Background: an optimization exercise with open tools, aiming at small area, a short achievable clock period and few clock cycles. Do not read the settings as production practice. Function was checked by simulation only, so behaviour that the tests miss may differ from the original. No activity file was given, so power comes from the tool's default toggle rates.

run 1:
==> flow/design.v (excerpt) <==
module ppu_top
(
  input  logic        clk,
  input  logic        rst_n,
  input  logic        tile_wr_valid,           
  output logic        tile_wr_ready,
  input  logic [19:0] tile_wr,                 
  input  logic        tile_start,              
  output logic        busy,
  output logic        tile_done,
  output logic        task_valid,              
  input  logic        task_ready,
  output logic [24:0] task_data                
);
  localparam int ROWS = 16;
  logic        rdy_q;                          
  logic        busy_q;
  logic        done_q;
  logic        tv_q;                           
  logic        mv_q;                           
  logic [4:0]  p_q;                            
  logic [24:0] t_q;                            
  logic        we, start_acc, en, stall, take_last;
  assign we        = tile_wr_valid && rdy_q;
  assign start_acc = tile_start && rdy_q;
  assign en        = !tv_q || task_ready;
  assign stall     = tv_q && !task_ready;
  assign take_last = tv_q && task_ready && t_q[0];
  logic        wv_q;
  logic [3:0]  wa_q;
  logic [15:0] wd_q;
  logic [3:0]  wk;                             
  logic [4:0]  wcnt;
  logic [15:0] fw;                             
  always_ff @(posedge clk) begin
    if (!rst_n) wv_q <= 1'b0;
    else        wv_q <= we;
    wa_q <= tile_wr[19:16];
    wd_q <= tile_wr[15:0];
  end
  always_comb
    for (int j = 0; j < ROWS; j++) fw[j] = wv_q && (wa_q == j);
  logic [15:0] pat [ROWS];
  always_ff @(posedge clk) begin
    for (int j = 0; j < ROWS; j++)
      if (fw[j]) pat[j] <= wd_q;
  end
  always_comb begin
    wcnt = '0;
    for (int b = 0; b < 16; b++) wcnt = wcnt + {4'd0, wd_q[b]};
  end
  assign wk = wcnt[3:0] - 4'd1;               
  logic [15:0] nz_q;                           
  logic [3:0]  pk_q [ROWS];                    
  always_ff @(posedge clk) begin
    if (!rst_n) nz_q <= '0;
    else if (wv_q) nz_q[wa_q] <= |wd_q;
  end
  always_ff @(posedge clk) begin
    for (int j = 0; j < ROWS; j++)
      if (fw[j]) pk_q[j] <= wk;
  end
  logic [15:0] qa;
  logic [15:0] hit_a;
  logic        hit_w;
  always_comb begin
  ...
Size in the first run: roughly 1800 cells after synthesis, ~430 flip-flops, roughly 21000 um2 of cells after synthesis.
clock: 26.5 ns
lec_check: 0
cap_margin: 20
core_margin: 2
core_utilization: 40
slew_margin: 20
standard.sh (not shown) runs the stock make flow with config.mk's settings and CLKGATE_MAP_FILE= SYNTH_SCRIPT=/design/flow/synth_recipe.tcl, a recipe that flattens the netlist after the stock synthesis.
==> flow/flow/run.sh <==
#!/bin/bash
# Standard layout; timing repair aimed at 20.7 ns of slack at the design's
# period, a clock tree of fewer, larger sink clusters without dummy loads, and
# plain buf_2 port buffers (timing repair resizes them where needed)
set -euo pipefail
bash standard.sh SETUP_SLACK_MARGIN=20.7 \
  "CTS_ARGS=-sink_clustering_enable -repair_clock_nets -dont_use_dummy_load -sink_clustering_size 24 -sink_clustering_max_diameter 90" \
  "BUFFER_PORTS_ARGS=-buffer_cell sky130_fd_sc_hd__buf_2" \
  > standard.log 2>&1
Looking at the reports, run 1 completed the entire flow and the layout it produced met the timing, DRC and antenna checks.
Testbench counts of run 1, summed over its fixed seeds: cycles 6,720.
### run 1 -> run 2
==> flow/flow/run.sh <==
#!/bin/bash
# Standard layout, with timing repair aimed at a slack of 20.7 ns at the design's period
set -euo pipefail
bash standard.sh SETUP_SLACK_MARGIN=20.7 > standard.log 2>&1
Findings:
In run 2, the final setup slack of the worst path came out 63 ps above the value in run 1.
Non-clock buffer count went down by a few percent going from run 1 to run 2.
Run 2 vs run 1, amount of wire on met3 after detailed routing went up by about 4%.
Setup changes, run 2 to run 3
# run 2
export LEC_CHECK = 0
export CAP_MARGIN = 20
export CORE_MARGIN = 2
export CORE_UTILIZATION = 40
export SLEW_MARGIN = 20
create_clock -name core_clock -period 26.5 [get_ports {clk}]
# run 3
export LEC_CHECK = 0
export CAP_MARGIN = 10
export CORE_MARGIN = 2
export CORE_UTILIZATION = 40
export SLEW_MARGIN = 10
create_clock -name core_clock -period 26.5 [get_ports {clk}]
==> flow/flow/run.sh <==
#!/bin/bash
# Standard layout; timing repair aimed at 20.7 ns of slack at the design's
# period, a clock tree of fewer, larger sink clusters without dummy loads, and
# plain buf_2 port buffers (timing repair resizes them where needed)
set -euo pipefail
bash standard.sh SETUP_SLACK_MARGIN=20.7 \
  "CTS_ARGS=-sink_clustering_enable -repair_clock_nets -dont_use_dummy_load -sink_clustering_size 24 -sink_clustering_max_diameter 90" \
  "BUFFER_PORTS_ARGS=-buffer_cell sky130_fd_sc_hd__buf_2" \
  > standard.log 2>&1
Findings:
Against run 2, placed cell area in run 3 fell slightly.
Run 3: all stages complete, timing, DRC and antenna checks passed
Run 3 falls short of run 2 in final worst setup slack.
Run 3 does better than run 2 on clock power.
Between run 2 and run 3, number of DRC violations after detailed-routing iteration 0 decreased.
Compared with run 2, run 3 shows a power density normalized to cell area that is 14% lower.
Per the comparison of run 3 with run 2, total wire length shrank by 1.7%; number of clock buffers in the layout shrank by 42.

* * *

Setup of job 2013:
Starting RTL as in the previous note.
export LEC_CHECK = 0
export CAP_MARGIN = 20
export CORE_MARGIN = 2
export CORE_UTILIZATION = 40
export SLEW_MARGIN = 20
create_clock -name core_clock -period 26.5 [get_ports {clk}]
==> flow/flow/run.sh <==
#!/bin/bash
# Standard layout; timing repair aimed at 20.7 ns of slack at the design's
# period, and a clock tree of fewer, larger sink clusters without dummy loads
set -euo pipefail
bash standard.sh SETUP_SLACK_MARGIN=20.7 \
  "CTS_ARGS=-sink_clustering_enable -repair_clock_nets -dont_use_dummy_load -sink_clustering_size 24 -sink_clustering_max_diameter 90" \
  > standard.log 2>&1
Testbench counts of job 2013, summed over its fixed seeds: cycles 6,720.
> inputs changed (job 2013 -> job 5572)
diff --git a/flow/config.mk b/flow/config.mk
--- a/flow/config.mk
+++ b/flow/config.mk
@@ -10,2 +10,3 @@
 export CORE_UTILIZATION = 40
+export GPL_TIMING_DRIVEN = 0
 export SLEW_MARGIN = 20
### Flow results
Job 5572 vs job 2013 — sum of internal, switching and leakage power rose 2.6%.
In the metrics for job 5572 and job 2013, the one carrying the higher post-cts repair resize count is job 5572.
Job 5572 reports a higher via count than job 2013 does.
Summary: post-route cell area, job 5572 worse than job 2013
Looking only at routing usage on met1, and setting everything else aside, the lower value of job 5572 and job 2013 goes to job 2013.
The inputs of job 2244 differ from those of job 5572 as listed below.
==> flow/flow/run.sh <==
#!/bin/bash
# Standard layout; timing repair aimed at 20.7 ns of slack at the design's
# period, and a clock tree of fewer, larger sink clusters without dummy loads
set -euo pipefail
bash standard.sh SETUP_SLACK_MARGIN=20.7 \
  "CTS_ARGS=-sink_clustering_enable -repair_clock_nets -dont_use_dummy_load -sink_clustering_size 28 -sink_clustering_max_diameter 100" \
  > standard.log 2>&1
diff --git a/flow/config.mk b/flow/config.mk
--- a/flow/config.mk
+++ b/flow/config.mk
@@ -9,4 +9,3 @@
 export CORE_MARGIN = 2
-export CORE_UTILIZATION = 40
-export GPL_TIMING_DRIVEN = 0
+export CORE_UTILIZATION = 50
 export SLEW_MARGIN = 20
Notes after the runs:
The run showing the smaller aggregate global-route resource usage is job 2244.
Note that the sum of net half-perimeters after detailed placement recorded for job 5572 amounts to 1.3 times the value seen in job 2244.
Higher non-clock buffer area fraction after layout goes to job 5572 over job 2244.
Compared with job 5572, in job 2244 mean number of vias per cell +about 3.5%, layout clock buffer count -6.
Input changes introduced in job 3746 (baseline for comparison: job 2244):
==> flow/flow/run.sh <==
#!/bin/bash
# Standard layout; timing repair aimed at 20.7 ns of slack at the design's
# period, and a clock tree without dummy balancing loads
set -euo pipefail
bash standard.sh SETUP_SLACK_MARGIN=20.7 \
  "CTS_ARGS=-sink_clustering_enable -repair_clock_nets -dont_use_dummy_load -sink_clustering_size 20 -sink_clustering_max_diameter 60" \
  > standard.log 2>&1
diff --git a/flow/config.mk b/flow/config.mk
--- a/flow/config.mk
+++ b/flow/config.mk
@@ -9,3 +9,3 @@
 export CORE_MARGIN = 2
-export CORE_UTILIZATION = 50
+export CORE_UTILIZATION = 40
 export SLEW_MARGIN = 20
### Flow results
Job 3746 vs. job 2244: flip-flop and latch count essentially unchanged, number of remaining DRC errors essentially unchanged, minimum hold slack shows an increase of 0.013 ns. Job 3746 | status: complete | timing, DRC, antenna: pass. Compared with job 2244, in job 3746 sequential share of layout area decreased 1.4 points; actual slew at the worst max-slew pin increased 0.16 ns; wire length of the first global-routing pass increased about 3%; worst setup slack increased 0.079 ns; relative area change from synthesis to final layout increased 3.1 points. Topmost layer with routed signal wires = met5: job 3746; topmost layer with routed signal wires = met4: job 2244. Job 2244 -> job 3746: total number of tap cells increased by more than a quarter. Number of setup buffers added after CTS came out lower on job 3746 than on job 2244. Re count of buffers not belonging to the clock network in the layout: job 2244 was higher than job 3746.

==> port drivers added, routing unchanged <==
In the flow no input, the clock included, has a driving cell. The finished layouts below were timed again as built, in two steps. Step 1 (the two cells are an assumption about what drives the block):
set clk [get_ports {clk}]
set_driving_cell -lib_cell sky130_fd_sc_hd__clkbuf_16 $clk
set_driving_cell -lib_cell sky130_fd_sc_hd__buf_2 [delete_from_list [all_inputs] $clk]
Step 2 adds t to the input delays and takes it off the output delays; t is the mean of the earliest and latest rising clock arrival at the registers after step 1. Input paths then give back, and output paths get back, about the clock's delay inside the block. Slacks: ideal ports / drivers / drivers and shift; pairs: ideal ports / drivers.
run	t (ns)	setup slack, ns	worst hold slack (ns)	latest minus earliest clock arrival (ns)	pins driven straight from the clock port
run 1	0.633	19.946 / 19.887 / 20.203	0.464 / 0.464 / 0.464	0.038 / 0.039	1
run 2	0.659	20.009 / 19.948 / 20.111	0.464 / 0.464 / 0.464	0.029 / 0.029	1
run 3	0.629	19.966 / 19.904 / 20.187	0.471 / 0.471 / 0.471	0.074 / 0.074	1
job 2013	0.641	20.009 / 19.948 / 20.148	0.463 / 0.463 / 0.463	0.060 / 0.061	1
job 5572	0.644	20.019 / 19.959 / 20.118	0.434 / 0.434 / 0.434	0.066 / 0.066	1
job 2244	0.621	19.939 / 19.878 / 20.122	0.445 / 0.445 / 0.445	0.062 / 0.063	1
job 3746	0.629	20.017 / 19.956 / 20.151	0.458 / 0.458 / 0.458	0.052 / 0.052	1
After both steps setup and hold are still met in every run listed.
